What follows belongs to an exercise in optimizing a design on an open flow for small area; a production flow would make more cautious choices.
Where RTL was checked, it was by simulation tests only, not by an equivalence proof against the original.
Function not checked in runs 2 and 6: the RTL went through the layout flow alone.
No activity file was given, so power comes from the tool's default toggle rates.

--- design/flow/design.v ---
`timescale 1ns/1ps
package dac_spi_pkg;
  localparam logic [3:0] CMD_WR_IN      = 4'h0;
  localparam logic [3:0] CMD_UPD        = 4'h1;
  localparam logic [3:0] CMD_WR_UPD_ALL = 4'h2;
  localparam logic [3:0] CMD_WR_UPD     = 4'h3;
  localparam int DAC_FRAME_BITS = 24;
  localparam int COMM_MSB       = 23;
  localparam int ADDR_MSB       = 19;
  localparam int DATA_MSB       = 15;
  typedef enum logic [1:0] {
    ST_IDLE  = 2'd0,
    ST_SHIFT = 2'd1,
    ST_DONE  = 2'd2
  } rx_state_e;
endpackage
`timescale 1ns/1ps
module spi_in_sync #(
  parameter int   STAGES  = 2,
  parameter logic RST_VAL = 1'b0
) (
  input  logic clk,
  input  logic rst,
  input  logic din,
  output logic dout,
  output logic rise,
  output logic fall
);
  logic [STAGES-1:0] sync_q, sync_d;
  logic              prev_q, prev_d;
  always_comb begin
    sync_d = {sync_q[STAGES-2:0], din};
    prev_d = sync_q[STAGES-1];
  end
  always_ff @(posedge clk or negedge rst) begin
    if (!rst) begin
      sync_q <= {STAGES{RST_VAL}};
      prev_q <= RST_VAL;
    end else begin
      sync_q <= sync_d;
      prev_q <= prev_d;
    end
  end
  assign dout = sync_q[STAGES-1];
  assign rise = dout & ~prev_q;
  assign fall = ~dout & prev_q;
endmodule
`timescale 1ns/1ps
module dac_spi_rx #(
  parameter int SYNC_STAGES = 2,
  parameter int NBITS       = 24,
  parameter int NCH         = 16
) (
  input  logic        clk,
  input  logic        rst,
  input  logic        spi_sync,
  input  logic        spi_sclk,
  input  logic        spi_data,
  input  logic [3:0]  rd_addr,
  output logic [15:0] rd_data,
  output logic        rx_valid,
  output logic [3:0]  rx_comm,
  output logic [3:0]  rx_addr,
  output logic [15:0] rx_data,
  output logic        frame_err,
  output logic        busy
);
  logic sync_s, sync_rise, sync_fall;
  logic sclk_s, sclk_rise, sclk_fall;
  logic data_s, data_rise, data_fall;
  logic unused_edges;
  spi_in_sync #(.STAGES(SYNC_STAGES), .RST_VAL(1'b1)) u_sync_sync (
    .clk(clk), .rst(rst), .din(spi_sync), .dout(sync_s), .rise(sync_rise), .fall(sync_fall));
  spi_in_sync #(.STAGES(SYNC_STAGES), .RST_VAL(1'b1)) u_sclk_sync (
    .clk(clk), .rst(rst), .din(spi_sclk), .dout(sclk_s), .rise(sclk_rise), .fall(sclk_fall));
  spi_in_sync #(.STAGES(SYNC_STAGES), .RST_VAL(1'b0)) u_data_sync (
    .clk(clk), .rst(rst), .din(spi_data), .dout(data_s), .rise(data_rise), .fall(data_fall));
  assign unused_edges = ^{sync_s, sclk_s, sclk_rise, data_rise, data_fall};
  dac_spi_pkg::rx_state_e                 state_q, state_d;
  logic [dac_spi_pkg::DAC_FRAME_BITS-1:0] sr_q, sr_d;
  logic [4:0]                cnt_q, cnt_d;
  logic                      rx_valid_q, rx_valid_d;
  logic                      frame_err_q, frame_err_d;
  logic [3:0]                rx_comm_q, rx_comm_d;
  logic [3:0]                rx_addr_q, rx_addr_d;
  logic [15:0]               rx_data_q, rx_data_d;
  logic [NCH-1:0][15:0]      in_q;
  logic [NCH-1:0][15:0]      in_d;
  logic [NCH-1:0][15:0]      out_q;
  logic [NCH-1:0][15:0]      out_d;
  logic [3:0]                f_comm, f_addr;
  logic [15:0]               f_data;
  assign f_comm = sr_q[dac_spi_pkg::COMM_MSB -: 4];
  assign f_addr = sr_q[dac_spi_pkg::ADDR_MSB -: 4];
  assign f_data = sr_q[dac_spi_pkg::DATA_MSB -: 16];
  always_comb begin
    state_d     = state_q;
    sr_d        = sr_q;
    cnt_d       = cnt_q;
    rx_valid_d  = 1'b0;
    frame_err_d = 1'b0;
    rx_comm_d   = rx_comm_q;
    rx_addr_d   = rx_addr_q;
    rx_data_d   = rx_data_q;
    in_d        = in_q;
    out_d       = out_q;
    case (state_q)
      dac_spi_pkg::ST_IDLE: begin
        if (sync_fall) begin
          state_d = dac_spi_pkg::ST_SHIFT;
          sr_d    = '0;
          cnt_d   = '0;
        end
      end
      dac_spi_pkg::ST_SHIFT: begin
        if (sclk_fall) begin
          sr_d = {sr_q[dac_spi_pkg::DAC_FRAME_BITS-2:0], data_s};
          if (cnt_q != 5'd31) cnt_d = cnt_q + 5'd1;
        end
        if (sync_rise) state_d = dac_spi_pkg::ST_DONE;
      end
      dac_spi_pkg::ST_DONE: begin
        state_d = dac_spi_pkg::ST_IDLE;
        if (cnt_q == 5'(NBITS)) begin
          rx_valid_d = 1'b1;
          rx_comm_d  = f_comm;
          rx_addr_d  = f_addr;
          rx_data_d  = f_data;
          case (f_comm)
            dac_spi_pkg::CMD_WR_IN: in_d[f_addr] = f_data;
            dac_spi_pkg::CMD_UPD:   out_d[f_addr] = in_q[f_addr];
            dac_spi_pkg::CMD_WR_UPD_ALL: begin
              in_d[f_addr] = f_data;
              for (int i = 0; i < NCH; i++) out_d[i] = in_d[i];
            end
            dac_spi_pkg::CMD_WR_UPD: begin
              in_d[f_addr]  = f_data;
              out_d[f_addr] = f_data;
            end
            default: ;
          endcase
        end else begin
          frame_err_d = 1'b1;
        end
      end
      default: state_d = dac_spi_pkg::ST_IDLE;
    endcase
  end
  always_ff @(posedge clk or negedge rst) begin
    if (!rst) begin
      state_q     <= dac_spi_pkg::ST_IDLE;
      sr_q        <= '0;
      cnt_q       <= '0;
      rx_valid_q  <= 1'b0;
      frame_err_q <= 1'b0;
      rx_comm_q   <= '0;
      rx_addr_q   <= '0;
      rx_data_q   <= '0;
      in_q        <= '0;
      out_q       <= '0;
    end else begin
      state_q     <= state_d;
      sr_q        <= sr_d;
      cnt_q       <= cnt_d;
      rx_valid_q  <= rx_valid_d;
      frame_err_q <= frame_err_d;
      rx_comm_q   <= rx_comm_d;
      rx_addr_q   <= rx_addr_d;
      rx_data_q   <= rx_data_d;
      in_q        <= in_d;
      out_q       <= out_d;
    end
  end
  assign rd_data   = out_q[rd_addr];
  assign rx_valid  = rx_valid_q;
  assign frame_err = frame_err_q;
  assign rx_comm   = rx_comm_q;
  assign rx_addr   = rx_addr_q;
  assign rx_data   = rx_data_q;
  assign busy      = (state_q == dac_spi_pkg::ST_SHIFT);
endmodule
--- design/flow/run.sh ---
#!/bin/bash
# synth_recipe.tcl (not shown) runs the flow's synth.tcl, then flattens the netlist and writes it again
# the make line also repeats each setting of config.mk as NAME=value (left out here)
make -C /OpenROAD-flow-scripts/flow DESIGN_CONFIG=/design/flow/config.mk WORK_HOME=/design/flow/orfs CLKGATE_MAP_FILE= SYNTH_SCRIPT=/design/flow/synth_recipe.tcl finish
--- design/flow/config.mk ---
export PLATFORM = sky130hd
export DESIGN_NAME = dac_spi_rx
export DESIGN_NICKNAME = dac_spi_rx
export VERILOG_FILES = /design/flow/design.v
export SDC_FILE = /design/flow/constraint.sdc
export NUM_CORES = 4
export LEC_CHECK = 0
export CAP_MARGIN = 20
export CORE_MARGIN = 2
export CORE_UTILIZATION = 40
export SLEW_MARGIN = 20
--- design/flow/constraint.sdc ---
create_clock -name core_clock -period 5.0 [get_ports {clk}]
set_input_delay 1.0000 -clock core_clock [delete_from_list [all_inputs] [get_ports {clk}]]
set_output_delay 1.0000 -clock core_clock [all_outputs]
set_load 0.01 [all_outputs]
==> results of run 1 <==
Yosys cell counts (56+ instances only):
cell type  number  area share
a22oi_1       159       0.036
nor2_1        204       0.023
mux2i_1       105       0.032
o21ai_0       196       0.030
mux2_2        232       0.080
dfrtp_1       571        0.44
mux4_2        140       0.096
clkbuf_1      168       0.019
buf_2          99       0.015
a221o_1        56       0.017
a21oi_1       234       0.036
nand2_1       341       0.039
power groups by stage:
stage	Combinational, uW	Clock (uW)	Sequential (uW)
floorplan	132	0	4790
global placement	317	0	4810
detailed placement	326	0	4810
CTS	327	5490	4720
global route	352	5700	4720
finish	323	5460	4720
cells by family after synthesis:
group / after synthesis / share of synthesized area
and+or+nand+nor: 775 / 0.109
DFF: 577 / 0.441
muxes: 477 / 0.208
xor gates and xnor gates: 2 / 0.000535
adders and majority gates: 5 / 0.00191
buffers and inverters: 319 / 0.0430
AOI/OAI and AO/OA: 971 / 0.197
area by class of cell:
cell class / count / area share
antenna: 10 / 0.000669
clock buffer: 106 / 0.0573
clock inverter: 24 / 0.00739
inverter: 11 / 0.00110
multi-input combinational: 2230 / 0.454
sequential: 577 / 0.387
tap: 1060 / 0.0355
timing repair buffer: 241 / 0.0575
metal layers:
| metal | global-route usage | wire (um) | vias up |
|---|---|---|---|
| met2 | 0.583 | 71800 | 2492 |
| met3 | 0.102 | 20000 | 650 |
| li1 | - | - | 11900 |
| met1 | 0.525 | 64200 | 15700 |
| met4 | 0.268 | 15000 | 10 |
| met5 | 0 | 68 | - |
sequential cells by signal (all words and copies together) (netlist names):
register,cells
sr_q,24
frame_err_q,1
u_sync_sync.prev_q,1
rx_data_q,16
rx_comm_q,4
u_sclk_sync.prev_q,1
u_data_sync.sync_q,2
in_q,256
out_q,256
rx_addr_q,4
state_q,2
rx_valid_q,1
u_sclk_sync.sync_q,2
u_sync_sync.sync_q,2
cnt_q,5
critical path, delay by kind of cell:
| kind | cells | cell delay, ns |
|---|---|---|
| buffers and inverters | 3 | 1.12 |
| muxes | 2 | 1.12 |
path summary, 6_finish.rpt:
path | slack, ns | end | start | cells after the start
hold / removal | 0.36 | u_sync_sync.sync_q[1] | u_sync_sync.sync_q[0] | 0
setup / recovery | 0.72 | rd_data[3] | rd_addr[1] | 5
max in group asynchronous | 3.40 | in_q[77] | rst | 2
min in group asynchronous | 0.41 | u_data_sync.sync_q[0] | rst | 1
setup reg to reg | 0.98 | in_q[46] | cnt_q[0] | 9
hold reg to reg | 0.36 | u_sync_sync.sync_q[1] | u_sync_sync.sync_q[0] | 0
through the flow:
step / utilization / setup slack (ns)
6_report: 0.463 / 0.723
5_1_grt: 0.463 / 0.650
4_1_cts: 0.463 / 0.738
3_5_place_dp: 0.433 / 0.738
3_3_place_gp: 0.433 / 0.792
2_1_floorplan: - / 1.11
cell usage in the layout, fill, tap and decap left out, types with 37 or more instances in the layout:
master           synthesis  layout
dfrtp_1                571     566
nand2_1                341     339
a21oi_1                234     234
mux2_2                 232     232
nor2_1                 204     198
o21ai_0                196     196
buf_4                    9     174
a22oi_1                159     159
mux4_2                 140     140
mux2i_1                105     105
clkbuf_16                0      74
a221o_1                 56      56
clkdlybuf4s50_1          0      48
o22ai_1                 46      46
a22o_1                  43      43
nand3_1                 41      41
nor3_1                  38      37
==> impl_metrics.yaml, run 1 <==
clock_network:
  holdBufCountCts: 0
  cts_max_path_buffers: 3
  cts_sinks: 577
  clk_pin_slew_worst_paths_ns: 0.06
  cts_root_buffer: "clkbuf_16"
  tritoncts: "built"
  htreeDepth: 3
  post-cts-setup-buffers: 0
  worstSkewPairLatency_ns: 0.64
  numCtsBuffers: 72
  postCtsResizedCells: 0
cells_and_area:
  register_area_sq_um: 14500
  num-fill-cells: 7426
  nNetsFinal: 3147
  syn2layout_area_growth_pct: 14.2
  fin_cells: 4259
  final_area_sq_um: 37400
  drive_gt1_frac: 0.235
  multi_input_area_sq_um: 17000
pwr:
  power.leakage_uw: 0.0153
  power.density_nw_per_um2: 281
  p_clk_frac: 0.520
  p_sw_uw: 2500
  ir_worst_vdd_uv: 259
  pwr-share-comb: 0.031
  swShare: 0.238
  sequentialPowerShare: 0.450
  p_int_uw: 8000
  p_total_uw: 10500
logic_synthesis:
  synth_flop_cell: "dfrtp_1"
  seq_area_frac_synth: 0.441
  synth_edf_count: 0
  async_flop_share: 1.00
  syn_avg_cell_area_sq_um: 10.5
  ys_warn_count: 3
  netlist_area_sq_um: 32700
  synth.distinct_cells: 89
  synth_fp_nets: 3140
  ys_ff_latch: 577
  syn_inst: 3126
floorplan:
  die_height_um: 290
  rows: 104
  initial_core_util: 0.405
  die_w_um: 290
  ios: 52
  die_area_sq_um: 84200
  core_area_sq_um: 80800
worst_setup_path:
  crit_chain: "buf_4 -> buf_12 -> mux4_2 -> mux4_2 -> clkdlybuf4s50_1"
  worst_path_most_repeated_cell: "mux4_2"
  crit_path_start_kind: "input port"
  crit_path_max_fanout: 20
  critical_path_class: "in -> out"
  crit_path_end_kind: "primary output"
  cp_slowest_stage_delay_ns: 0.60
  crit_slowest_cell: "mux4_2"
  worst_ep_arrival_time_ns: 3.28
  worst_ep_required_time_ns: 4.00
run:
  maxCapViolations: 0
grt:
  grt.overflow.total: 0
  grt_pass1_vias: 29200
  antenna_found_initial: 9
  grt_max_degree: 102
  grt_pass1_wl_mm: 238
  grt.total_usage: 0.400
timing:
  maxSlewViolCount: 0
  worst_pin_slew_ns: 1.31
  finalSetupTns_ns: 0
  hold_viol_final: 0
  max_freq_ghz: 0.234
  max_slew_margin: 0.114
  final-setup-viol-count: 0
  skew_ns: 0.0342
  hold_ws_ns: 0.358
  period_share: 0.855
  min_period_ns: 4.28
  rsz0062_at_grt: "false"
placement:
  dpl_cell_area_sq_um: 35000
  io_buffers: 51
  post-dp-hpwl_mm: 119
  gp_congestion: 1.02
  dp.cells: 4118
route:
  drt_wl_total_mm: 171
  first_iter_violations: 4757
  first_pass_iters: 6
  drc: 0
  ant_nets: 0
  vias: 30700
  wire_per_inst_um: 40.1
  vias_per_cell: 7.21
hold_path:
  hp-class: "reg -> reg"
status:
  status: "no timing/DRC/antenna violations"
==> run 2, diff against run 1 <==
--- a/design/flow/design.v
+++ b/design/flow/design.v
@@ -84,31 +84,17 @@
   logic [3:0]                rx_comm_q, rx_comm_d;
   logic [3:0]                rx_addr_q, rx_addr_d;
   logic [15:0]               rx_data_q, rx_data_d;
-  logic [NCH-1:0][15:0]      in_q;
-  logic [NCH-1:0][15:0]      in_d;
-  logic [NCH-1:0][15:0]      out_q;
-  logic [NCH-1:0][15:0]      out_d;
-  logic [3:0]                f_comm, f_addr;
-  logic [15:0]               f_data;
-  assign f_comm = sr_q[dac_spi_pkg::COMM_MSB -: 4];
-  assign f_addr = sr_q[dac_spi_pkg::ADDR_MSB -: 4];
-  assign f_data = sr_q[dac_spi_pkg::DATA_MSB -: 16];
+  logic                      good;
   always_comb begin
     state_d     = state_q;
     sr_d        = sr_q;
     cnt_d       = cnt_q;
-    rx_valid_d  = 1'b0;
+    good        = 1'b0;
     frame_err_d = 1'b0;
-    rx_comm_d   = rx_comm_q;
-    rx_addr_d   = rx_addr_q;
-    rx_data_d   = rx_data_q;
-    in_d        = in_q;
-    out_d       = out_q;
     case (state_q)
       dac_spi_pkg::ST_IDLE: begin
         if (sync_fall) begin
           state_d = dac_spi_pkg::ST_SHIFT;
-          sr_d    = '0;
           cnt_d   = '0;
         end
       end
@@ -121,57 +107,95 @@
       end
       dac_spi_pkg::ST_DONE: begin
         state_d = dac_spi_pkg::ST_IDLE;
-        if (cnt_q == 5'(NBITS)) begin
-          rx_valid_d = 1'b1;
-          rx_comm_d  = f_comm;
-          rx_addr_d  = f_addr;
-          rx_data_d  = f_data;
-          case (f_comm)
-            dac_spi_pkg::CMD_WR_IN: in_d[f_addr] = f_data;
-            dac_spi_pkg::CMD_UPD:   out_d[f_addr] = in_q[f_addr];
-            dac_spi_pkg::CMD_WR_UPD_ALL: begin
-              in_d[f_addr] = f_data;
-              for (int i = 0; i < NCH; i++) out_d[i] = in_d[i];
-            end
-            dac_spi_pkg::CMD_WR_UPD: begin
-              in_d[f_addr]  = f_data;
-              out_d[f_addr] = f_data;
-            end
-            default: ;
-          endcase
-        end else begin
-          frame_err_d = 1'b1;
-        end
+        if (cnt_q == 5'(NBITS)) good = 1'b1;
+        else                    frame_err_d = 1'b1;
       end
       default: state_d = dac_spi_pkg::ST_IDLE;
     endcase
+    rx_valid_d = good;
+    rx_comm_d  = good ? sr_q[dac_spi_pkg::COMM_MSB -: 4]  : rx_comm_q;
+    rx_addr_d  = good ? sr_q[dac_spi_pkg::ADDR_MSB -: 4]  : rx_addr_q;
+    rx_data_d  = good ? sr_q[dac_spi_pkg::DATA_MSB -: 16] : rx_data_q;
   end
   always_ff @(posedge clk or negedge rst) begin
     if (!rst) begin
       state_q     <= dac_spi_pkg::ST_IDLE;
-      sr_q        <= '0;
       cnt_q       <= '0;
       rx_valid_q  <= 1'b0;
       frame_err_q <= 1'b0;
       rx_comm_q   <= '0;
       rx_addr_q   <= '0;
       rx_data_q   <= '0;
-      in_q        <= '0;
-      out_q       <= '0;
     end else begin
       state_q     <= state_d;
-      sr_q        <= sr_d;
       cnt_q       <= cnt_d;
       rx_valid_q  <= rx_valid_d;
       frame_err_q <= frame_err_d;
       rx_comm_q   <= rx_comm_d;
       rx_addr_q   <= rx_addr_d;
       rx_data_q   <= rx_data_d;
-      in_q        <= in_d;
-      out_q       <= out_d;
-    end
-  end
-  assign rd_data   = out_q[rd_addr];
+    end
+  end
+  always_ff @(posedge clk) sr_q <= sr_d;
+  logic [NCH-1:0][15:0] in_r, out_r;      
+  logic [3:0]           ptr_q;            
+  logic                 ready_q;          
+  logic                 pend_q;           
+  logic                 run_q;            
+  logic                 act;              
+  logic                 c_wr;             
+  logic                 p_hit, p_upd;
+  logic [15:0]          in_new, out_new;
+  assign c_wr  = (rx_comm_q[1:0] != 2'd1);
+  assign act   = pend_q & (run_q | (ptr_q == 4'd0));
+  assign p_hit = (ptr_q == rx_addr_q);
+  assign p_upd = (rx_comm_q[1:0] == 2'd2) | (rx_comm_q[0] & p_hit);
+  assign in_new  = (~ready_q | (act & c_wr & p_hit)) ? rx_data_q : in_r[0];
+  assign out_new = (~ready_q | (act & p_upd)) ? in_new : out_r[0];
+  always_ff @(posedge clk) begin
+    in_r  <= {in_new,  in_r[NCH-1:1]};
+    out_r <= {out_new, out_r[NCH-1:1]};
+  end
+  always_ff @(posedge clk or negedge rst) begin
+    if (!rst) begin
+      ptr_q   <= '0;
+      ready_q <= 1'b0;
+      pend_q  <= 1'b0;
+      run_q   <= 1'b0;
+    end else begin
+      ptr_q <= ptr_q + 4'd1;
+      if (ptr_q == 4'd15) ready_q <= 1'b1;
+      if (good) begin
+        pend_q <= (sr_q[dac_spi_pkg::COMM_MSB -: 2] == 2'd0);
+      end else if (act) begin
+        if (ptr_q == 4'd15) begin
+          pend_q <= 1'b0;
+          run_q  <= 1'b0;
+        end else begin
+          run_q  <= 1'b1;
+        end
+      end
+    end
+  end
+  logic [3:0]  r_idx;
+  logic        r_hit, r_upd, r_new, use_rx, use_in, use_out;
+  logic [15:0] r_oh;
+  assign r_idx = rd_addr - ptr_q;
+  assign r_hit = (rd_addr == rx_addr_q);
+  assign r_upd = (rx_comm_q[1:0] == 2'd2) | (rx_comm_q[0] & r_hit);
+  assign r_new = pend_q & ~(run_q & (rd_addr < ptr_q)) & r_upd;
+  assign use_rx  = ~ready_q | (r_new & c_wr & r_hit);
+  assign use_in  = ready_q & r_new & ~(c_wr & r_hit);
+  assign use_out = ready_q & ~r_new;
+  always_comb begin
+    r_oh = '0;
+    r_oh[r_idx] = 1'b1;
+    rd_data = rx_data_q & {16{use_rx}};
+    for (int k = 0; k < NCH; k++) begin
+      rd_data = rd_data | (out_r[k] & {16{r_oh[k] & use_out}})
+                        | (in_r[k]  & {16{r_oh[k] & use_in}});
+    end
+  end
   assign rx_valid  = rx_valid_q;
   assign frame_err = frame_err_q;
   assign rx_comm   = rx_comm_q;
==> run 2 against run 1 <==
Net effect:
- now fails the layout checks on setup timing
- flip-flop and latch count grew 7
- fmax shrank 16%
- global-route usage shrank 15 points
- cell area shrank 37%
- largest cell class is now sequential cells
- highest routed layer is now met4
==> impl_metrics.yaml, run 2 <==
status:
  status: "complete, but fails checks"
  failed_checks: "setup timing"
run:
  maxCapViolations: 0
grt:
  grt.overflow.total: 0
  antenna_found_initial: 1
  grt_max_degree: 49
  grt_pass1_vias: 12900
  grt.total_usage: 0.245
  grt_pass1_wl_mm: 83.5
pwr:
  ir_worst_vdd_uv: 313
  power.leakage_uw: 0.00951
  p_total_uw: 9770
  power.density_nw_per_um2: 416
worst_setup_path:
  worst-r2r-setup-slack_ns: 2.39
  r2r_end: "out_r[240]"
  crit_path_end: "rd_data[10]"
  crit_path_end_kind: "primary output"
  worst_ep_arrival_time_ns: 4.10
  crit_start: "rd_addr[0]"
  worst_ep_required_time_ns: 4.00
  rr_worst_depth: 9
  crit_path_start_kind: "input port"
  critical_path_class: "in -> out"
  timing.rr.start: "ptr_q[0]"
  crit_path_max_fanout: 5
logic_synthesis:
  synth.distinct_cells: 83
  synth_area_leaders: "dfxtp_1 58%, dfrtp_1 6.0%, edfxtp_1 4.1%"
  ys_ff_latch: 584
  synth_flop_cell: "dfxtp_1"
  netlist_area_sq_um: 17700
  seq_area_frac_synth: 0.690
  ys_top_cells_by_count: "512 x dfxtp_1, 190 x nand2_1, 74 x a22oi_1"
  netlist.area_leader.share: 0.580
  yosys.area.top_type: "dfxtp_1"
  async_flop_share: 0.0822
  synth_edf_count: 24
  synth_fp_nets: 1410
  syn_inst: 1390
  syn_avg_cell_area_sq_um: 12.7
  synth_most_common_cell: "dfxtp_1"
  ys_warn_count: 3
timing:
  skew_ns: 0.0115
  min_period_ns: 5.10
  final-setup-viol-count: 6
  fin_ws_ns: -0.0994
  period_share: 1.02
  worst_pin_slew_ns: 0.705
  hold_viol_final: 0
  max_freq_ghz: 0.196
  maxSlewViolCount: 0
  rsz0062_at_grt: "true"
  max_slew_margin: 0.527
  hold_ws_ns: 0.343
hold_path:
  hp-start: "out_r[240]"
  hp-class: "reg -> reg"
cells_and_area:
  layout_common_cells: "512 x dfxtp_1, 216 x buf_4, 186 x nand2_1"
  drive_gt1_frac: 0.309
  syn2layout_area_growth_pct: 33.0
  antenna_cells: 0
  reg_top3: "in_r (256), out_r (256), sr_q (24)"
  layout_commonest_cell: "dfxtp_1"
  nNetsFinal: 1737
clock_network:
  cts_root_buffer: "clkbuf_16"
  tritoncts: "built"
  cts_max_path_buffers: 3
  clk_pin_slew_worst_paths_ns: 0.06
  worstSkewPairLatency_ns: 0.61
  numCtsBuffers: 56
  htreeDepth: 2
  cts_sinks: 584
floorplan:
  rows: 76
  ios: 52
  die_height_um: 214
  initial_core_util: 0.407
  die_area_sq_um: 45800
  core_area_sq_um: 43400
  die_w_um: 214
route:
  first_pass_iters: 6
  ant_nets: 0
  first_iter_violations: 1264
  wire_per_inst_um: 24.5
  vias_per_cell: 5.38
  vias: 12600
  drc: 0
  drt_wl_total_mm: 57.4
placement:
  io_buffers: 51
  gp_congestion: 0.935
  post-dp-hpwl_mm: 39.9
-- run 2: cell count changes after synthesis, moves of 140 or more --
cell | before | now
mux4_2 | 140 | 0
o21ai_0 | 196 | 23
dfrtp_1 | 571 | 42
nand2_1 | 341 | 190
dfxtp_1 | 0 | 512
clkbuf_1 | 168 | 20
a21oi_1 | 234 | 42
mux2_2 | 232 | 34
nor2_1 | 204 | 15
-- run 2: through the flow --
stage | area (sq um) | setup TNS (ns) | setup slack [ns] | util | std cells
2_1_floorplan | 17700 | 0 | 0.169 | - | 1390
3_3_place_gp | 20500 | -18.48 | -1.33 | 0.474 | 2196
3_5_place_dp | 20500 | -18.15 | -1.28 | 0.474 | 2196
4_1_cts | 23100 | -2.04 | -0.199 | 0.532 | 2333
5_1_grt | 23500 | -1.22 | -0.139 | 0.542 | 2344
6_report | 23500 | -0.326 | -0.0994 | 0.542 | 2344
-- run 2: power by group --
part / internal, uW / total [uW] / switching (uW)
Clock: 2540 / 4340 / 1800
Sequential: 4710 / 4730 / 18.5
Combinational: 298 / 704 / 406
Total: 7550 / 9770 / 2230
-- run 2: final cells by class --
class	count	area [sq um]
Sequential cell	584	12200
Clock buffer	80	1670
Fill cell	3658	19900
Timing Repair Buffer	325	2910
Multi-Input combinational cell	738	5720
Tap cell	585	732
Clock inverter	20	229
Inverter	12	47.5
-- run 2: worst min-delay path by stage --
stage               slack (ns)  cells after the start    endpoint
finish                    0.34                      0  out_r[224]
global route              0.35                      0  out_r[128]
CTS                       0.35                      0  out_r[206]
detailed placement        0.33                      0   out_r[83]
global placement          0.33                      0    in_r[29]
floorplan                 0.32                      0  out_r[192]
-- run 2: worst max-delay path, cell delays in order --
cell and delay (ns):
buf_8 0.08, inv_4 0.03, ha_4 0.15, fa_2 0.33, and3b_2 0.30, buf_4 0.15
o311ai_4 0.09, mux2_4 0.33, buf_4 0.15, buf_4 0.13, nor3_2 0.37, buf_4 0.30
a22o_1 0.17, a221oi_1 0.05, and3_1 0.17, nand4_1 0.14, buf_2 0.17
-- run 2: cell families (layout without fill, tap and decap cells) --
family / count (synthesis) / count (layout) / share of synthesized area
and+or+nand+nor: 360 / 360 / 0.104
AOI/OAI and AO/OA: 287 / 287 / 0.126
DFF: 584 / 584 / 0.690
muxes: 60 / 60 / 0.0374
xor gates and xnor gates: 20 / 20 / 0.0148
adders and majority gates: 11 / 11 / 0.00822
buffers and inverters: 68 / 437 / 0.0197
-- run 2: what timing repair did --
| action | 4_1_cts | 5_1_grt |
|---|---|---|
| endpoints found under the hold margin | 0 | 0 |
| hold buffers | 0 | 0 |
| pin swaps | 48 | 46 |
| gates cloned | 0 | 0 |
| setup buffers | 38 | 13 |
| endpoints found under the setup margin | 16 | 16 |
| resized for setup | 163 | 51 |
-- run 2: layer usage --
metal	GRT usage	share of wire	up-vias
met5	0	0	-
met4	0.119	0.047	0
met3	0.0451	0.077	148
met2	0.386	0.45	546
met1	0.327	0.43	6191
li1	-	-	5730
==> run 3, diff against run 2 <==
--- a/design/flow/design.v
+++ b/design/flow/design.v
@@ -150,11 +150,11 @@
   assign act   = pend_q & (run_q | (ptr_q == 4'd0));
   assign p_hit = (ptr_q == rx_addr_q);
   assign p_upd = (rx_comm_q[1:0] == 2'd2) | (rx_comm_q[0] & p_hit);
-  assign in_new  = (~ready_q | (act & c_wr & p_hit)) ? rx_data_q : in_r[0];
-  assign out_new = (~ready_q | (act & p_upd)) ? in_new : out_r[0];
+  assign in_new  = (act & c_wr & p_hit) ? rx_data_q : in_r[0];
+  assign out_new = (act & p_upd) ? in_new : out_r[0];
   always_ff @(posedge clk) begin
-    in_r  <= {in_new,  in_r[NCH-1:1]};
-    out_r <= {out_new, out_r[NCH-1:1]};
+    in_r  <= {in_new  & {16{ready_q}}, in_r[NCH-1:1]};
+    out_r <= {out_new & {16{ready_q}}, out_r[NCH-1:1]};
   end
   always_ff @(posedge clk or negedge rst) begin
     if (!rst) begin
@@ -178,23 +178,19 @@
     end
   end
   logic [3:0]  r_idx;
-  logic        r_hit, r_upd, r_new, use_rx, use_in, use_out;
-  logic [15:0] r_oh;
+  logic        r_hit, r_upd, r_new;
+  logic [15:0] r_out, r_in;
   assign r_idx = rd_addr - ptr_q;
+  assign r_out = out_r[r_idx];
+  assign r_in  = in_r[r_idx];
   assign r_hit = (rd_addr == rx_addr_q);
   assign r_upd = (rx_comm_q[1:0] == 2'd2) | (rx_comm_q[0] & r_hit);
   assign r_new = pend_q & ~(run_q & (rd_addr < ptr_q)) & r_upd;
-  assign use_rx  = ~ready_q | (r_new & c_wr & r_hit);
-  assign use_in  = ready_q & r_new & ~(c_wr & r_hit);
-  assign use_out = ready_q & ~r_new;
   always_comb begin
-    r_oh = '0;
-    r_oh[r_idx] = 1'b1;
-    rd_data = rx_data_q & {16{use_rx}};
-    for (int k = 0; k < NCH; k++) begin
-      rd_data = rd_data | (out_r[k] & {16{r_oh[k] & use_out}})
-                        | (in_r[k]  & {16{r_oh[k] & use_in}});
-    end
+    if (!ready_q)              rd_data = '0;
+    else if (!r_new)           rd_data = r_out;
+    else if (c_wr & r_hit)     rd_data = rx_data_q;
+    else                       rd_data = r_in;
   end
   assign rx_valid  = rx_valid_q;
   assign frame_err = frame_err_q;
--- a/design/flow/config.mk
+++ b/design/flow/config.mk
@@ -8,4 +8,7 @@
 export CAP_MARGIN = 20
 export CORE_MARGIN = 2
 export CORE_UTILIZATION = 40
+export CTS_BUF_LIST = sky130_fd_sc_hd__clkbuf_8
+export CTS_CLUSTER_DIAMETER = 50
+export CTS_CLUSTER_SIZE = 20
 export SLEW_MARGIN = 20
==> run 3 against run 2 <==
Net effect:
- now clean on timing, DRC and antenna
- combinational power shrank 18%
- flip-flop and latch count stayed put
- hold slack worse by 0.0053 ns
- die area is 2.4% higher
- area after synthesis grew 2.4%
- non-clock buffer count fell by 189
- clock skew grew 0.030 ns
- critical path depth is 4 lower
- utilization down 6.9 points
- sequential share of layout area increased by 6.1 points
- synthesized cell count decreased by 15%
- largest power group unchanged
==> impl_metrics.yaml, run 3 <==
logic_synthesis:
  synth_area_leaders: "dfxtp_1 57%, mux4_2 16%, dfrtp_1 5.8%"
  syn_avg_cell_area_sq_um: 15.4
  ys_top_cells_by_count: "512 x dfxtp_1, 128 x mux4_2, 127 x nand2_1"
  syn_inst: 1175
  seq_area_frac_synth: 0.673
  async_flop_share: 0.0822
  yosys.area.top_type: "dfxtp_1"
  ys_ff_latch: 584
  netlist.area_leader.share: 0.567
  synth_most_common_cell: "dfxtp_1"
  synth_edf_count: 24
  netlist_area_sq_um: 18100
  synth_flop_cell: "dfxtp_1"
  synth.distinct_cells: 47
  synth_fp_nets: 1194
  ys_warn_count: 3
floorplan:
  ios: 52
  rows: 77
  die_height_um: 217
  core_area_sq_um: 44400
  initial_core_util: 0.407
  die_area_sq_um: 46900
  die_w_um: 217
placement:
  dpl_cell_area_sq_um: 19800
  post-dp-hpwl_mm: 22.2
  dp_slack_ns: -0.502
  io_buffers: 51
  dp.cells: 1827
  gp_congestion: 0.717
grt:
  grt_use_met1: 0.223
  grt_pass1_vias: 10000
  met2_usage: 0.262
  grt.overflow.total: 0
  antenna_found_initial: 0
  grt_max_degree: 49
  grt.total_usage: 0.159
  grt_pass1_wl_mm: 58.3
  use_met3: 0.0255
  busiest_layer: "met2"
timing:
  fin_ws_ns: 0.116
  hold_viol_final: 0
  skew_ns: 0.0415
  period_share: 0.977
  max_slew_margin: 0.306
  max_freq_ghz: 0.205
  rsz0062_at_grt: "false"
  min_period_ns: 4.88
  final-setup-viol-count: 0
  hold_ws_ns: 0.338
  maxSlewViolCount: 0
  worst_pin_slew_ns: 1.03
route:
  vias_per_cell: 4.94
  vias: 9462
  drc: 0
  first_iter_violations: 429
  drt_wl_total_mm: 36.3
  first_pass_iters: 4
  wire_per_inst_um: 18.9
  ant_nets: 0
clock_network:
  tritoncts: "built"
  numCtsBuffers: 42
  cts_root_buffer: "clkbuf_8"
  htreeDepth: 2
  clk_pin_slew_worst_paths_ns: 0.11
  cts_max_path_buffers: 3
  cts_sinks: 584
  worstSkewPairLatency_ns: 0.62
worst_setup_path:
  crit_path_end_kind: "primary output"
  critical_path_class: "in -> out"
  worst-r2r-setup-slack_ns: 2.51
  crit_slowest_cell: "fa_4"
  crit_chain: "clkdlybuf4s15_2 -> inv_2 -> ha_4 -> fa_4 -> buf_4 -> buf_12 -> bufbuf_16 -> buf_8 -> mux4_2 -> mux2i_1 -> a32oi_1 -> o311a_1 -> dlygate4sd2_1"
  crit_buf_inv: 7
  worst_ep_required_time_ns: 4.00
  worst_ep_arrival_time_ns: 3.88
  crit_path_max_fanout: 9
  cp_slowest_stage_delay_ns: 0.83
  crit_path_start_kind: "input port"
  cpLargestDelayFamily: "buffers and inverters"
pwr:
  ir_worst_vdd_uv: 222
  power.leakage_uw: 0.00821
  power.density_nw_per_um2: 377
cells_and_area:
  syn2layout_area_growth_pct: 16.1
  antenna_cells: 0
  layout_commonest_cell: "dfxtp_1"
  final_area_sq_um: 21000
  num-fill-cells: 3809
  fin_cells: 1915
  drive_gt1_frac: 0.249
  reg_top3: "in_r (256), out_r (256), sr_q (24)"
  nNetsFinal: 1311
  layout_common_cells: "512 x dfxtp_1, 128 x mux4_2, 126 x nand2_1"
status:
  status: "no timing/DRC/antenna violations"
hold_path:
  hp-class: "reg -> reg"
run:
  maxCapViolations: 0
run 3: cell types whose count changed after synthesis, moves of 26 or more:
cell / before / now
nand2_1: 190 / 127
a221oi_1: 30 / 0
a22o_1: 43 / 0
nand3_1: 31 / 3
a21oi_1: 42 / 2
a22oi_1: 74 / 0
mux4_2: 0 / 128
mux2i_1: 24 / 50
run 3: layer usage:
layer	up-vias	wire, um
met5	-	0
met3	42	1290
met1	4826	17200
met4	0	565
li1	4469	-
met2	125	17200
run 3: through the flow:
step / power, uW / setup TNS [ns] / util
floorplan: 5120 / 0 / -
global placement: 5360 / -6.66 / 0.446
detailed placement: 5370 / -6.73 / 0.446
CTS: 7990 / 0 / 0.471
global route: 8200 / 0 / 0.473
finish: 7910 / 0 / 0.473
run 3: worst paths after layout:
path,start,cells past startpoint,endpoint
max,rd_addr[0],13,rd_data[0]
min,out_r[194],0,out_r[178]
max reg2reg,ptr_q[0],9,out_r[253]
min reg2reg,out_r[194],0,out_r[178]
max in group asynchronous,rst,2,ready_q
min in group asynchronous,rst,2,rx_data_q[10]
run 3: final cells by class:
type	instances	area, sq um	area share
flip-flops and latches	584	12200	0.580
multi-input cells	517	5600	0.267
repair buffers	136	1530	0.0730
well taps	592	741	0.0353
clock buffers	43	592	0.0282
clock inverters	32	314	0.0150
inverters	11	41.3	0.00197
run 3: kinds of logic after synthesis:
family                   synth area share
AO/OA/AOI/OAI                      0.0374
XOR/XNOR                          0.00761
adder cells (fa/ha/maj)           0.00733
buffers and inverters              0.0235
flip-flops                          0.673
multiplexers                        0.197
AND/OR/NAND/NOR                    0.0539
run 3: report_power, final:
| part | switching, uW | internal [uW] |
|---|---|---|
| sequential | 18.3 | 4710 |
| combinational | 283 | 293 |
| clock | 1580 | 1030 |
run 3: timing repair:
action | 4_1_cts | 5_1_grt
setup buffers | 5 | 4
endpoints found under the setup margin | 16 | 13
cloned | 4 | 0
resized for setup | 40 | 9
hold buffers | 0 | 0
pin swaps | 5 | 2
==> run 4, diff against run 3 <==
--- a/design/flow/config.mk
+++ b/design/flow/config.mk
@@ -11,4 +11,5 @@
 export CTS_BUF_LIST = sky130_fd_sc_hd__clkbuf_8
 export CTS_CLUSTER_DIAMETER = 50
 export CTS_CLUSTER_SIZE = 20
+export GPL_TIMING_DRIVEN = 0
 export SLEW_MARGIN = 20
==> run 4 against run 3 <==
Net effect:
- first-iteration DRC count grew 17%
- area after synthesis is the same
- clock skew shrank 0.017 ns
- die area is the same
- utilization is essentially flat
- register-to-register slack lost 0.04 ns
- sequential share of layout area is essentially flat
==> impl_metrics.yaml, run 4 <==
logic_synthesis:
  synth_flop_cell: "dfxtp_1"
  synth.area.mux_share: 0.197
  ys_ff_latch: 584
  synth_most_common_cell: "dfxtp_1"
  ys_top_cells_by_count: "512 x dfxtp_1, 128 x mux4_2, 127 x nand2_1"
  synth_area_leaders: "dfxtp_1 57%, mux4_2 16%, dfrtp_1 5.8%"
  synth_fp_nets: 1194
  synth.distinct_cells: 47
  synth_edf_count: 24
  synth_fa_ha_area_frac: 0.00733
  yosys.area.top_type: "dfxtp_1"
  seq_area_frac_synth: 0.673
  ys_warn_count: 3
  netlist.area_leader.share: 0.567
  netlist_area_sq_um: 18100
  synth_compound_area_frac: 0.0374
  synth_top_family_by_area: "multiplexers"
  syn_avg_cell_area_sq_um: 15.4
  syn_inst: 1175
  yosys.area_share.xor_xnor: 0.00761
  async_flop_share: 0.0822
  synthSimpleGateAreaFrac: 0.0539
worst_setup_path:
  crit_path_end_kind: "primary output"
  worst_ep_required_time_ns: 4.00
  worst_ep_arrival_time_ns: 3.94
  worst-path-stages: 12
  crit_slowest_cell: "fa_2"
  crit_chain: "dlygate4sd2_1 -> inv_2 -> ha_4 -> fa_2 -> buf_8 -> buf_12 -> clkbuf_8 -> mux4_2 -> mux2i_1 -> a211oi_4 -> o311a_1 -> dlygate4sd2_1"
  cp_slowest_stage_delay_ns: 0.57
  worst-r2r-setup-slack_ns: 2.47
  cpLargestDelayFamily: "buffers and inverters"
  crit_path_max_fanout: 10
  worst_path_most_repeated_cell: "dlygate4sd2_1"
  crit_path_start_kind: "input port"
  timing.rr.start: "ptr_q[1]"
  rr_worst_depth: 10
  critical_path_class: "in -> out"
  crit_buf_inv: 6
  r2r_end: "out_r[245]"
timing:
  rsz0062_at_grt: "false"
  hold_ws_ns: 0.336
  max_slew_margin: 0.494
  finalSetupTns_ns: 0
  max_freq_ghz: 0.203
  worst_pin_slew_ns: 0.759
  maxSlewViolCount: 0
  skew_ns: 0.0244
  min_period_ns: 4.94
  final-setup-viol-count: 0
  period_share: 0.987
  hold_viol_final: 0
route:
  vias_per_cell: 5.02
  ant_nets: 0
  vias: 9555
  drt_wl_total_mm: 40.1
  first_iter_violations: 504
  wire_per_inst_um: 21.1
  first_pass_iters: 4
  drc: 0
grt:
  grt.overflow.total: 0
  grt_pass1_wl_mm: 61.9
  grt.total_usage: 0.174
  grt_max_degree: 49
  antenna_found_initial: 0
  grt_pass1_vias: 10100
clock_network:
  htreeDepth: 2
  cts_root_buffer: "clkbuf_8"
  cts_sinks: 584
  tritoncts: "built"
  numCtsBuffers: 42
  clk_pin_slew_worst_paths_ns: 0.11
  worstSkewPairLatency_ns: 0.65
  holdBufCountCts: 0
  cts_max_path_buffers: 3
floorplan:
  die_w_um: 217
  rows: 77
  ios: 52
  die_area_sq_um: 46900
  core_area_sq_um: 44400
  initial_core_util: 0.407
  die_height_um: 217
cells_and_area:
  reg_top3: "in_r (256), out_r (256), sr_q (24)"
  register_area_sq_um: 12200
  final_area_sq_um: 21000
  nNetsFinal: 1303
  num-fill-cells: 3818
  layout_commonest_cell: "dfxtp_1"
  multi_input_area_sq_um: 5830
  layout_common_cells: "512 x dfxtp_1, 128 x mux4_2, 126 x nand2_1"
  syn2layout_area_growth_pct: 16.1
  drive_gt1_frac: 0.253
  antenna_cells: 0
pwr:
  p_sw_uw: 1940
  sequentialPowerShare: 0.597
  ir_worst_vdd_uv: 281
  power.density_nw_per_um2: 377
  power.leakage_uw: 0.00806
  pwr-share-comb: 0.075
  swShare: 0.244
  p_int_uw: 5990
  p_clk_frac: 0.329
hold_path:
  worstHoldEndpoint: "out_r[68]"
  hp-start: "out_r[84]"
  hp-class: "reg -> reg"
  min_path_cells: 0
placement:
  post-dp-hpwl_mm: 26.7
  io_buffers: 51
  dpl_cell_area_sq_um: 19300
  gp_congestion: 0.782
run:
  maxCapViolations: 0
status:
  status: "no timing/DRC/antenna violations"
-- run 4: stage by stage --
stage / total power [uW] / std cells / utilization / setup WS (ns)
after floorplan: 5120 / 1175 / - / 0.828
after global placement: 5310 / 1818 / 0.435 / -1.25
after detailed placement: 5310 / 1818 / 0.435 / -1.24
after CTS: 8000 / 1904 / 0.472 / 0.0190
after global routing: 8220 / 1905 / 0.473 / 0.00743
final: 7920 / 1905 / 0.473 / 0.0640
-- run 4: area by class of cell --
type                    count  share of cell area
plain buffers              63              0.0334
clock buffers              45              0.0295
clock inverters            28              0.0125
inverters                  11             0.00197
multi-input cells         517               0.278
flip-flops and latches    584               0.580
well taps                 592              0.0353
repair buffers             65              0.0299
-- run 4: worst max-delay path by stage --
stage	from	end	slack [ns]
after floorplan	rd_addr[0]	rd_data[5]	0.83
final	rd_addr[0]	rd_data[6]	0.06
after global placement	rd_addr[0]	rd_data[3]	-1.25
after detailed placement	rd_addr[0]	rd_data[3]	-1.24
after global routing	rd_addr[0]	rd_data[6]	0.007
after CTS	rd_addr[2]	rd_data[6]	0.02
-- run 4: power by group through the flow --
| stage | sequential (uW) | clock, uW | combinational, uW |
|---|---|---|---|
| after floorplan | 4830 | 0 | 294 |
| after global placement | 4830 | 0 | 477 |
| after detailed placement | 4830 | 0 | 480 |
| after CTS | 4730 | 2680 | 592 |
| after global routing | 4730 | 2860 | 621 |
| final | 4730 | 2600 | 591 |
-- run 4: repair_timing --
action,in CTS,in global routing
pin swaps,21,7
endpoints found under the setup margin,16,10
cloned,0,1
resized for setup,169,7
setup buffers,13,0
-- run 4: cell families after synthesis --
kind of cell	Yosys count
multiplexers	194
flip-flops	584
adder cells (fa/ha/maj)	10
buffers and inverters	74
AND/OR/NAND/NOR	219
AO/OA/AOI/OAI	80
XOR/XNOR	14
-- run 4: layer usage --
metal  wire [um]  track usage  vias to the layer above
met5           0            0                        -
met4         819       0.0518                        0
met3        1550       0.0279                       53
met2       18700        0.280                      166
met1       19000        0.245                     4915
li1            -            -                     4421
==> run 5, diff against run 4 <==
--- a/design/flow/config.mk
+++ b/design/flow/config.mk
@@ -8,8 +8,4 @@
 export CAP_MARGIN = 20
 export CORE_MARGIN = 2
 export CORE_UTILIZATION = 40
-export CTS_BUF_LIST = sky130_fd_sc_hd__clkbuf_8
-export CTS_CLUSTER_DIAMETER = 50
-export CTS_CLUSTER_SIZE = 20
-export GPL_TIMING_DRIVEN = 0
 export SLEW_MARGIN = 20
==> run 5 against run 4 <==
Net effect:
- total power is 22% higher
- worst setup slack better by 0.013 ns
- cell area is 4.9% higher
- area after synthesis stayed put
- clock skew is 0.0064 ns lower
- sequential power hardly changed
- sequential share of layout area is 2.7 points lower
- count of clock-buffer cells in the layout is 29 higher
- non-clock buffer count is 9 higher
- die area stayed put
- critical endpoint is now rd_data[2]
- highest routed layer unchanged
==> impl_metrics.yaml, run 5 <==
timing:
  maxSlewViolCount: 0
  min_period_ns: 4.92
  final-setup-viol-count: 0
  skew_ns: 0.0180
  worst_pin_slew_ns: 1.03
  max_slew_margin: 0.307
  max_freq_ghz: 0.203
  period_share: 0.985
  hold_viol_final: 0
clock_network:
  worstSkewPairLatency_ns: 0.58
  cts_root_buffer: "clkbuf_16"
  cts_max_path_buffers: 3
  holdBufCountCts: 0
  numCtsBuffers: 56
  clk_pin_slew_worst_paths_ns: 0.06
  tritoncts: "built"
  htreeDepth: 2
  cts_sinks: 584
logic_synthesis:
  ys_top_cells_by_count: "512 x dfxtp_1, 128 x mux4_2, 127 x nand2_1"
  syn_avg_cell_area_sq_um: 15.4
  synth_area_leaders: "dfxtp_1 57%, mux4_2 16%, dfrtp_1 5.8%"
  ys_warn_count: 3
  ys_ff_latch: 584
  seq_area_frac_synth: 0.673
  netlist_area_sq_um: 18100
  netlist.area_leader.share: 0.567
  synth_most_common_cell: "dfxtp_1"
  synth_fp_nets: 1194
  synth_flop_cell: "dfxtp_1"
  synth.distinct_cells: 47
  syn_inst: 1175
  yosys.area.top_type: "dfxtp_1"
  synth_edf_count: 24
  async_flop_share: 0.0822
worst_setup_path:
  crit_path_start_kind: "input port"
  crit_path_end_kind: "primary output"
  worst_ep_required_time_ns: 4.00
  critical_path_class: "in -> out"
  timing.rr.start: "ptr_q[1]"
  worst_ep_arrival_time_ns: 3.92
  r2r_end: "out_r[253]"
  crit_path_max_fanout: 9
  rr_worst_depth: 9
  worst-r2r-setup-slack_ns: 2.48
pwr:
  ir_worst_vdd_uv: 323
  power.density_nw_per_um2: 438
  power.leakage_uw: 0.00867
cells_and_area:
  drive_gt1_frac: 0.264
  fin_cells: 1946
  layout_commonest_cell: "dfxtp_1"
  layout_common_cells: "512 x dfxtp_1, 128 x mux4_2, 126 x nand2_1"
  nNetsFinal: 1326
  post-route-util: 0.496
  syn2layout_area_growth_pct: 21.8
  reg_top3: "in_r (256), out_r (256), sr_q (24)"
  antenna_cells: 0
grt:
  grt.total_usage: 0.163
  grt_max_degree: 49
  grt.overflow.total: 0
  antenna_found_initial: 0
  grt_pass1_wl_mm: 59.7
  grt_pass1_vias: 10300
hold_path:
  worstHoldEndpoint: "out_r[129]"
  hp-start: "out_r[145]"
  min_path_cells: 0
  hp-class: "reg -> reg"
floorplan:
  die_height_um: 217
  rows: 77
  initial_core_util: 0.407
  core_area_sq_um: 44400
  ios: 52
  die_w_um: 217
  die_area_sq_um: 46900
route:
  vias: 9550
  wire_per_inst_um: 19.1
  vias_per_cell: 4.91
  first_iter_violations: 426
  drc: 0
  ant_nets: 0
  drt_wl_total_mm: 37.1
  first_pass_iters: 7
placement:
  io_buffers: 51
  dp.cells: 1827
  gp_congestion: 0.717
  post-dp-hpwl_mm: 22.2
run:
  maxCapViolations: 0
status:
  status: "no timing/DRC/antenna violations"
-- run 5: cell type report --
type	count	area [sq um]
inverters	11	41.3
flip-flops and latches	584	12200
clock inverters	31	330
multi-input cells	517	5600
repair buffers	137	1550
well taps	592	741
clock buffers	74	1590
fillers	3688	22400
-- run 5: worst max-delay path by stage --
stage	to	startpoint	slack, ns	depth (start not counted)
global placement	rd_data[0]	rd_addr[0]	-0.49	11
detailed placement	rd_data[6]	rd_addr[0]	-0.50	11
global route	rd_data[8]	rd_addr[2]	-0.01	12
CTS	rd_data[2]	rd_addr[0]	0.002	12
floorplan	rd_data[5]	rd_addr[0]	0.83	9
finish	rd_data[2]	rd_addr[0]	0.08	12
-- run 5: stage by stage --
stage / worst slack (ns) / cell area, sq um / hold WS, ns / setup TNS, ns / power [uW]
detailed placement: -0.502 / 19800 / 0.331 / -6.73 / 5370
global placement: -0.494 / 19800 / 0.328 / -6.66 / 5360
finish: 0.0775 / 22000 / 0.343 / 0 / 9650
global route: -0.0134 / 22000 / 0.340 / -0.0134 / 9960
floorplan: 0.828 / 18100 / 0.326 / 0 / 5120
CTS: 0.00237 / 22000 / 0.345 / 0 / 9730
-- run 5: power breakdown --
group,switching [uW],leakage (uW),internal (uW),total [uW]
Combinational,283,0.00275,298,580
Clock,1780,0.000955,2560,4340
Sequential,18.1,0.00497,4710,4730
-- run 5: kinds of logic (layout without fill, tap and decap cells) --
group,Yosys count,in the layout,synth area share
DFF,584,584,0.673
and+or+nand+nor,219,219,0.0539
muxes,194,194,0.197
AOI/OAI and AO/OA,80,80,0.0374
buffers and inverters,74,253,0.0235
xor gates and xnor gates,14,14,0.00761
adders and majority gates,10,10,0.00733
-- run 5: what timing repair did --
action / 4_1_cts / 5_1_grt
gates resized for setup: 36 / 10
gates cloned: 4 / 0
setup buffers: 6 / 4
pin swaps: 4 / 1
endpoints found under the setup margin: 16 / 12
-- run 5: critical path, cell delays in order --
cell and delay, ns:
clkdlybuf4s15_2 0.20, inv_2 0.05, ha_4 0.15, fa_4 0.82, buf_6 0.16, bufbuf_16 0.29
mux4_2 0.30, nor2_1 0.10, mux2_2 0.16, a211oi_1 0.05, o311a_1 0.35, dlygate4sd2_1 0.29
-- run 5: routing by layer --
metal  GRT usage  wire, um  part of all wire
met5           0         0                 0
met4      0.0365       554             0.015
met3      0.0274      1260             0.034
met1       0.226     17700              0.48
met2       0.268     17600              0.47
==> run 6, diff against run 5 <==
--- a/design/flow/design.v
+++ b/design/flow/design.v
@@ -150,11 +150,11 @@
   assign act   = pend_q & (run_q | (ptr_q == 4'd0));
   assign p_hit = (ptr_q == rx_addr_q);
   assign p_upd = (rx_comm_q[1:0] == 2'd2) | (rx_comm_q[0] & p_hit);
-  assign in_new  = (act & c_wr & p_hit) ? rx_data_q : in_r[0];
-  assign out_new = (act & p_upd) ? in_new : out_r[0];
+  assign in_new  = (~ready_q | (act & c_wr & p_hit)) ? rx_data_q : in_r[0];
+  assign out_new = (~ready_q | (act & p_upd)) ? in_new : out_r[0];
   always_ff @(posedge clk) begin
-    in_r  <= {in_new  & {16{ready_q}}, in_r[NCH-1:1]};
-    out_r <= {out_new & {16{ready_q}}, out_r[NCH-1:1]};
+    in_r  <= {in_new,  in_r[NCH-1:1]};
+    out_r <= {out_new, out_r[NCH-1:1]};
   end
   always_ff @(posedge clk or negedge rst) begin
     if (!rst) begin
@@ -177,20 +177,31 @@
       end
     end
   end
-  logic [3:0]  r_idx;
-  logic        r_hit, r_upd, r_new;
+  logic [1:0]  r_lo, r_hi;
+  logic        r_borrow;
+  logic        r_hit, r_upd, r_new, use_rx, use_in;
+  logic [3:0][15:0] r_out4, r_in4;
   logic [15:0] r_out, r_in;
-  assign r_idx = rd_addr - ptr_q;
-  assign r_out = out_r[r_idx];
-  assign r_in  = in_r[r_idx];
+  assign r_lo     = rd_addr[1:0] - ptr_q[1:0];
+  assign r_borrow = (rd_addr[1:0] < ptr_q[1:0]);
+  assign r_hi     = rd_addr[3:2] - ptr_q[3:2] - {1'b0, r_borrow};
+  always_comb begin
+    for (int g = 0; g < 4; g++) begin
+      r_out4[g] = out_r[4*g + r_lo];
+      r_in4[g]  = in_r[4*g + r_lo];
+    end
+  end
+  assign r_out = r_out4[r_hi];
+  assign r_in  = r_in4[r_hi];
   assign r_hit = (rd_addr == rx_addr_q);
   assign r_upd = (rx_comm_q[1:0] == 2'd2) | (rx_comm_q[0] & r_hit);
   assign r_new = pend_q & ~(run_q & (rd_addr < ptr_q)) & r_upd;
-  always_comb begin
-    if (!ready_q)              rd_data = '0;
-    else if (!r_new)           rd_data = r_out;
-    else if (c_wr & r_hit)     rd_data = rx_data_q;
-    else                       rd_data = r_in;
+  assign use_rx = ~ready_q | (r_new & c_wr & r_hit);
+  assign use_in = r_new;
+  always_comb begin
+    if (use_rx)      rd_data = rx_data_q;
+    else if (use_in) rd_data = r_in;
+    else             rd_data = r_out;
   end
   assign rx_valid  = rx_valid_q;
   assign frame_err = frame_err_q;
==> run 6 against run 5 <==
Net effect:
- now fails the layout checks on setup timing
- sequential share of layout area fell by 2.5 points
- critical path depth rose by 4
- wire length rose by 25%
- via count rose by 25%
- flip-flop and latch count did not move
- worst setup slack got worse by 0.13 ns
- critical path type unchanged
- largest cell class unchanged
==> impl_metrics.yaml, run 6 <==
clock_network:
  clk_pin_slew_worst_paths_ns: 0.06
  worstSkewPairLatency_ns: 0.61
  cts_root_buffer: "clkbuf_16"
  cts_sinks: 584
  tritoncts: "built"
  htreeDepth: 2
  numCtsBuffers: 57
  holdBufCountCts: 0
  cts_max_path_buffers: 3
timing:
  fin_ws_ns: -0.0486
  min_period_ns: 5.05
  hold_viol_final: 0
  rsz0062_at_grt: "true"
  max_slew_margin: 0.322
  final-setup-viol-count: 3
  skew_ns: 0.0102
  maxSlewViolCount: 0
  period_share: 1.01
  max_freq_ghz: 0.198
  worst_pin_slew_ns: 1.01
route:
  vias: 12000
  first_iter_violations: 809
  wire_per_inst_um: 20.6
  first_pass_iters: 5
  drc: 0
  ant_nets: 0
  drt_wl_total_mm: 46.3
  vias_per_cell: 5.32
floorplan:
  ios: 52
  die_w_um: 220
  die_height_um: 220
  core_area_sq_um: 45600
  initial_core_util: 0.408
  die_area_sq_um: 48200
  rows: 78
worst_setup_path:
  rr_worst_depth: 7
  crit_path_start_kind: "input port"
  timing.rr.start: "ptr_q[0]"
  crit_path_end: "rd_data[0]"
  worst_ep_required_time_ns: 4.00
  critical_path_class: "in -> out"
  crit_path_max_fanout: 7
  worst-r2r-setup-slack_ns: 1.97
  worst_ep_arrival_time_ns: 4.05
  crit_start: "rd_addr[0]"
  crit_path_end_kind: "primary output"
  r2r_end: "out_r[250]"
pwr:
  ir_worst_vdd_uv: 267
  power.density_nw_per_um2: 429
  power.leakage_uw: 0.00860
grt:
  grt.overflow.total: 0
  grt_max_degree: 65
  grt_pass1_wl_mm: 71.2
  grt_pass1_vias: 12400
  antenna_found_initial: 0
  grt.total_usage: 0.192
logic_synthesis:
  synth_area_leaders: "dfxtp_1 55%, dfrtp_1 5.7%, mux2i_1 5.3%"
  syn_inst: 1437
  synth_flop_cell: "dfxtp_1"
  yosys.area.top_type: "dfxtp_1"
  netlist.area_leader.share: 0.552
  async_flop_share: 0.0822
  ys_warn_count: 3
  ys_top_cells_by_count: "512 x dfxtp_1, 99 x mux2i_1, 94 x a21oi_1"
  synth_edf_count: 24
  syn_avg_cell_area_sq_um: 12.9
  synth.distinct_cells: 50
  netlist_area_sq_um: 18600
  synth_fp_nets: 1458
  seq_area_frac_synth: 0.655
  synth_most_common_cell: "dfxtp_1"
  ys_ff_latch: 584
placement:
  gp_congestion: 0.763
  dp_slack_ns: -0.967
  io_buffers: 51
  post-dp-hpwl_mm: 28.1
cells_and_area:
  antenna_cells: 0
  post-route-util: 0.506
  layout_common_cells: "512 x dfxtp_1, 115 x buf_4, 99 x mux2i_1"
  num-fill-cells: 3897
  layout_commonest_cell: "dfxtp_1"
  drive_gt1_frac: 0.261
  syn2layout_area_growth_pct: 24.1
  nNetsFinal: 1622
  reg_top3: "in_r (256), out_r (256), sr_q (24)"
status:
  failed_checks: "setup timing"
  status: "complete, but fails checks"
hold_path:
  hp-class: "reg -> reg"
run:
  maxCapViolations: 0
run 6: timing repair:
| action | CTS | global route |
|---|---|---|
| setup endpoints to repair | 16 | 16 |
| setup buffers | 14 | 3 |
| pin swaps | 34 | 19 |
| cloned | 3 | 1 |
| gates resized for setup | 130 | 19 |
run 6: how the worst min path moves through the flow:
| stage | start | to | slack (ns) | cells after the start |
|---|---|---|---|---|
| after floorplan | in_r[144] | in_r[128] | 0.33 | 0 |
| after global placement | in_r[209] | in_r[193] | 0.33 | 0 |
| after detailed placement | in_r[125] | in_r[109] | 0.33 | 0 |
| after CTS | out_r[198] | out_r[182] | 0.34 | 0 |
| after global routing | out_r[198] | out_r[182] | 0.35 | 0 |
| final | in_r[44] | in_r[28] | 0.34 | 0 |
run 6: area by class of cell:
| class | instances | area [sq um] | area share |
|---|---|---|---|
| Timing Repair Buffer | 208 | 2060 | 0.0893 |
| Inverter | 14 | 55.1 | 0.00239 |
| Multi-Input combinational cell | 736 | 6080 | 0.264 |
| Tap cell | 600 | 751 | 0.0325 |
| Clock buffer | 90 | 1750 | 0.0757 |
| Clock inverter | 16 | 193 | 0.00835 |
| Sequential cell | 584 | 12200 | 0.528 |
run 6: routing by layer:
metal  part of all wire  GRT usage
met1               0.47      0.265
met2               0.45      0.299
met3              0.054     0.0420
met4              0.027     0.0682
met5                  0          0
run 6: critical path: stages:
cell      delay, ns
buf_8          0.10
inv_4          0.04
ha_4           0.11
inv_2          0.03
fa_2           0.36
fa_2           0.58
ha_4           0.22
xor2_4         0.20
buf_6          0.14
buf_12         0.13
buf_6          0.10
mux4_2         0.50
a21oi_2        0.13
o21a_1         0.18
a211oi_2       0.05
buf_2          0.14
run 6: logic make-up (layout without fill, tap and decap cells):
| group | count (synthesis) | count (layout) | synth area share |
|---|---|---|---|
| buffers and inverters | 117 | 328 | 0.0313 |
| flip-flops | 584 | 584 | 0.655 |
| adder cells (fa/ha/maj) | 12 | 12 | 0.00889 |
| XOR/XNOR | 16 | 16 | 0.00754 |
| AO/OA/AOI/OAI | 323 | 323 | 0.116 |
| AND/OR/NAND/NOR | 192 | 192 | 0.0510 |
| multiplexers | 193 | 193 | 0.130 |
run 6: report_power, final:
group | internal (uW) | switching, uW | leakage [uW]
combinational | 388 | 418 | 0.00267
clock | 2600 | 1770 | 0.000958
sequential | 4720 | 20.1 | 0.00497
run 6: metrics by stage:
| step | area [sq um] | instances | total power [uW] | setup TNS [ns] | hold slack [ns] |
|---|---|---|---|---|---|
| 6_report | 23100 | 2248 | 9910 | -0.0727 | 0.341 |
| 5_1_grt | 23100 | 2248 | 10200 | -1.31 | 0.347 |
| 4_1_cts | 23000 | 2245 | 9970 | -1.49 | 0.342 |
| 3_5_place_dp | 20800 | 2126 | 5570 | -14.35 | 0.333 |
| 3_3_place_gp | 20800 | 2126 | 5570 | -14.02 | 0.329 |
| 2_1_floorplan | 18600 | 1437 | 5170 | 0 | 0.326 |
==> run 7, diff against run 6 <==
--- a/design/flow/design.v
+++ b/design/flow/design.v
@@ -177,14 +177,33 @@
       end
     end
   end
+  logic [3:0]  nq;       
   logic [1:0]  r_lo, r_hi;
-  logic        r_borrow;
+  logic        r_c2, r_done;
   logic        r_hit, r_upd, r_new, use_rx, use_in;
   logic [3:0][15:0] r_out4, r_in4;
   logic [15:0] r_out, r_in;
-  assign r_lo     = rd_addr[1:0] - ptr_q[1:0];
-  assign r_borrow = (rd_addr[1:0] < ptr_q[1:0]);
-  assign r_hi     = rd_addr[3:2] - ptr_q[3:2] - {1'b0, r_borrow};
+  logic [3:0]  h0, h1;   
+  assign nq = 4'd0 - ptr_q;
+  assign r_lo[0] = rd_addr[0] ? ~nq[0] : nq[0];
+  assign r_lo[1] = rd_addr[1] ? ~(rd_addr[0] ? (nq[1] ^ nq[0]) : nq[1])
+                              :  (rd_addr[0] ? (nq[1] ^ nq[0]) : nq[1]);
+  assign r_c2 = rd_addr[1] ? (nq[1] | (rd_addr[0] & nq[0])) : (nq[1] & rd_addr[0] & nq[0]);
+  assign h0 = {2'b00, nq[3:2]};
+  assign h1 = {2'b00, nq[3:2] + 2'd1};
+  always_comb begin
+    logic [1:0] e;
+    e = r_c2 ? h1[1:0] : h0[1:0];
+    r_hi[0] = rd_addr[2] ? ~e[0] : e[0];
+    r_hi[1] = rd_addr[3] ? ~(rd_addr[2] ? (e[1] ^ e[0]) : e[1])
+                         :  (rd_addr[2] ? (e[1] ^ e[0]) : e[1]);
+  end
+  always_comb begin
+    logic lt1, lt2;
+    lt1    = rd_addr[1] ? (ptr_q[1] & ~rd_addr[0] & ptr_q[0]) : (ptr_q[1] | (~rd_addr[0] & ptr_q[0]));
+    lt2    = rd_addr[2] ? (ptr_q[2] & lt1) : (ptr_q[2] | lt1);
+    r_done = rd_addr[3] ? (ptr_q[3] & lt2) : (ptr_q[3] | lt2);
+  end
   always_comb begin
     for (int g = 0; g < 4; g++) begin
       r_out4[g] = out_r[4*g + r_lo];
@@ -195,7 +214,7 @@
   assign r_in  = r_in4[r_hi];
   assign r_hit = (rd_addr == rx_addr_q);
   assign r_upd = (rx_comm_q[1:0] == 2'd2) | (rx_comm_q[0] & r_hit);
-  assign r_new = pend_q & ~(run_q & (rd_addr < ptr_q)) & r_upd;
+  assign r_new = pend_q & ~(run_q & r_done) & r_upd;
   assign use_rx = ~ready_q | (r_new & c_wr & r_hit);
   assign use_in = r_new;
   always_comb begin
--- a/design/flow/config.mk
+++ b/design/flow/config.mk
@@ -8,4 +8,7 @@
 export CAP_MARGIN = 20
 export CORE_MARGIN = 2
 export CORE_UTILIZATION = 40
+export CTS_BUF_LIST = sky130_fd_sc_hd__clkbuf_8
+export CTS_CLUSTER_DIAMETER = 50
+export CTS_CLUSTER_SIZE = 20
 export SLEW_MARGIN = 20
==> run 7 against run 6 <==
Net effect:
- now clean on timing, DRC and antenna
- sequential power barely moved
- synthesized cell count fell by 21%
- fmax rose by 4.0%
- register-to-register slack improved by 0.09 ns
- count of clock-buffer cells in the layout fell by 43
- total power fell by 21%
- final cell count fell by 15%
- first-iteration DRC count fell by 35%
- critical path depth fell by 2
- combinational power fell by 53%
- clock skew rose by 0.017 ns
- critical path type unchanged
- critical endpoint is now rd_data[6]
- highest routed layer unchanged
==> impl_metrics.yaml, run 7 <==
worst_setup_path:
  worst-r2r-setup-slack_ns: 2.06
  crit_path_max_fanout: 6
  worst_ep_required_time_ns: 4.00
  rr_worst_depth: 6
  crit_slowest_cell: "mux4_2"
logic_synthesis:
  seq_area_frac_synth: 0.681
  netlist_area_sq_um: 17900
  netlist.area_leader.share: 0.573
  syn_inst: 1131
  synth.distinct_cells: 64
  synth_area_leaders: "dfxtp_1 57%, mux4_2 9.4%, dfrtp_1 5.9%"
  synth_fp_nets: 1147
  yosys.area.top_type: "dfxtp_1"
  synth_edf_count: 24
clock_network:
  cts_max_path_buffers: 3
  holdBufCountCts: 0
  worstSkewPairLatency_ns: 0.63
  cts_root_buffer: "clkbuf_8"
  cts_sinks: 584
grt:
  grt_pass1_vias: 10100
  grt_max_degree: 49
  antenna_found_initial: 0
  grt.overflow.total: 0
status:
  status: "no timing/DRC/antenna violations"
timing:
  period_share: 0.971
  skew_ns: 0.0274
  hold_viol_final: 0
  worst_pin_slew_ns: 1.04
  maxSlewViolCount: 0
  min_period_ns: 4.86
  max_freq_ghz: 0.206
cells_and_area:
  antenna_cells: 0
  post-route-util: 0.480
  final_area_sq_um: 21200
  nNetsFinal: 1310
  drive_gt1_frac: 0.300
  layout_common_cells: "512 x dfxtp_1, 92 x buf_4, 76 x mux4_2"
floorplan:
  die_area_sq_um: 46400
  die_w_um: 215
  ios: 52
  initial_core_util: 0.405
placement:
  gp_congestion: 0.765
  post-dp-hpwl_mm: 24.7
route:
  first_iter_violations: 523
  ant_nets: 0
  vias: 9587
hold_path:
  hp-start: "out_r[165]"
run:
  maxCapViolations: 0
pwr:
  power.density_nw_per_um2: 367
[run 7: cell count changes in the layout (fill, tap and decap cells not counted), moves of 28 or more]
cell,previous run,this run
nand2_1,78,15
clkbuf_16,62,2
o31ai_1,61,1
nand4_1,61,2
a21oi_1,72,24
mux4_2,32,76
clkbuf_8,11,47
mux2i_1,99,64
o22ai_1,48,13
a22o_1,2,30
[run 7: worst max-delay path by stage]
stage	from	endpoint	slack [ns]	depth (start not counted)
2_1_floorplan	rd_addr[0]	rd_data[10]	0.72	8
3_3_place_gp	rd_addr[0]	rd_data[6]	-0.57	14
3_5_place_dp	rd_addr[0]	rd_data[6]	-0.59	14
4_1_cts	rd_addr[2]	rd_data[0]	0.009	15
5_1_grt	rd_addr[2]	rd_data[5]	-0.02	15
6_report	rd_addr[2]	rd_data[6]	0.14	14
[run 7: through the flow]
stage / cells / hold WS, ns / power (uW) / setup TNS (ns)
global route: 1919 / 0.334 / 8070 / -0.0234
CTS: 1911 / 0.332 / 7880 / 0
finish: 1919 / 0.332 / 7790 / 0
global placement: 1822 / 0.325 / 5220 / -8.24
detailed placement: 1822 / 0.328 / 5220 / -8.32
floorplan: 1131 / 0.323 / 4980 / 0
[run 7: what timing repair did]
item / 4_1_cts / 5_1_grt
gates cloned: 2 / 2
pin swaps: 4 / 14
buffers inserted: 9 / 7
endpoints found under the setup margin: 16 / 16
gates resized for setup: 50 / 54
[run 7: cell families after synthesis]
kind of cell / count (synthesis) / synth area share
adders and majority gates: 8 / 0.00545
buffers and inverters: 69 / 0.0239
xor gates and xnor gates: 22 / 0.0108
muxes: 212 / 0.191
AOI/OAI and AO/OA: 155 / 0.0629
DFF: 584 / 0.681
and+or+nand+nor: 81 / 0.0250
[run 7: power by group]
| group | internal, uW | switching (uW) | leakage [uW] |
|---|---|---|---|
| sequential | 4710 | 19.5 | 0.00497 |
| combinational | 161 | 218 | 0.00322 |
| clock | 1100 | 1590 | 0.000501 |
| total | 5970 | 1820 | 0.00869 |
[run 7: cell type report]
| type | count | area, sq um |
|---|---|---|
| clock buffers | 47 | 647 |
| clock inverters | 31 | 303 |
| fillers | 3804 | 23000 |
| inverters | 12 | 45.0 |
| multi-input cells | 478 | 5520 |
| flip-flops and latches | 584 | 12200 |
| well taps | 592 | 741 |
| repair buffers | 175 | 1790 |
[run 7: per-layer routing]
metal  track usage  routed length, um  vias to the layer above
li1              -                  -                     4502
met4        0.0522               1100                        0
met2         0.282              18600                      150
met3        0.0226               1300                       66
met5             0                  0                        -
met1         0.229              17900                     4869
[run 7: critical path, delay by kind of cell]
family,cells,cell delay (ns)
AND/OR/NAND/NOR,1,0.16
XOR/XNOR,1,0.14
AO/OA/AOI/OAI,5,0.93
multiplexers,1,0.49
buffers and inverters,6,1.11

Check on run 7: ideal ports give 0.145 ns setup slack; a clkbuf_16 on the clock port and buf_2 on the inputs give 0.122 ns; moving port delays by the midpoint clock arrival (0.656 ns) as well gives 0.122 ns.
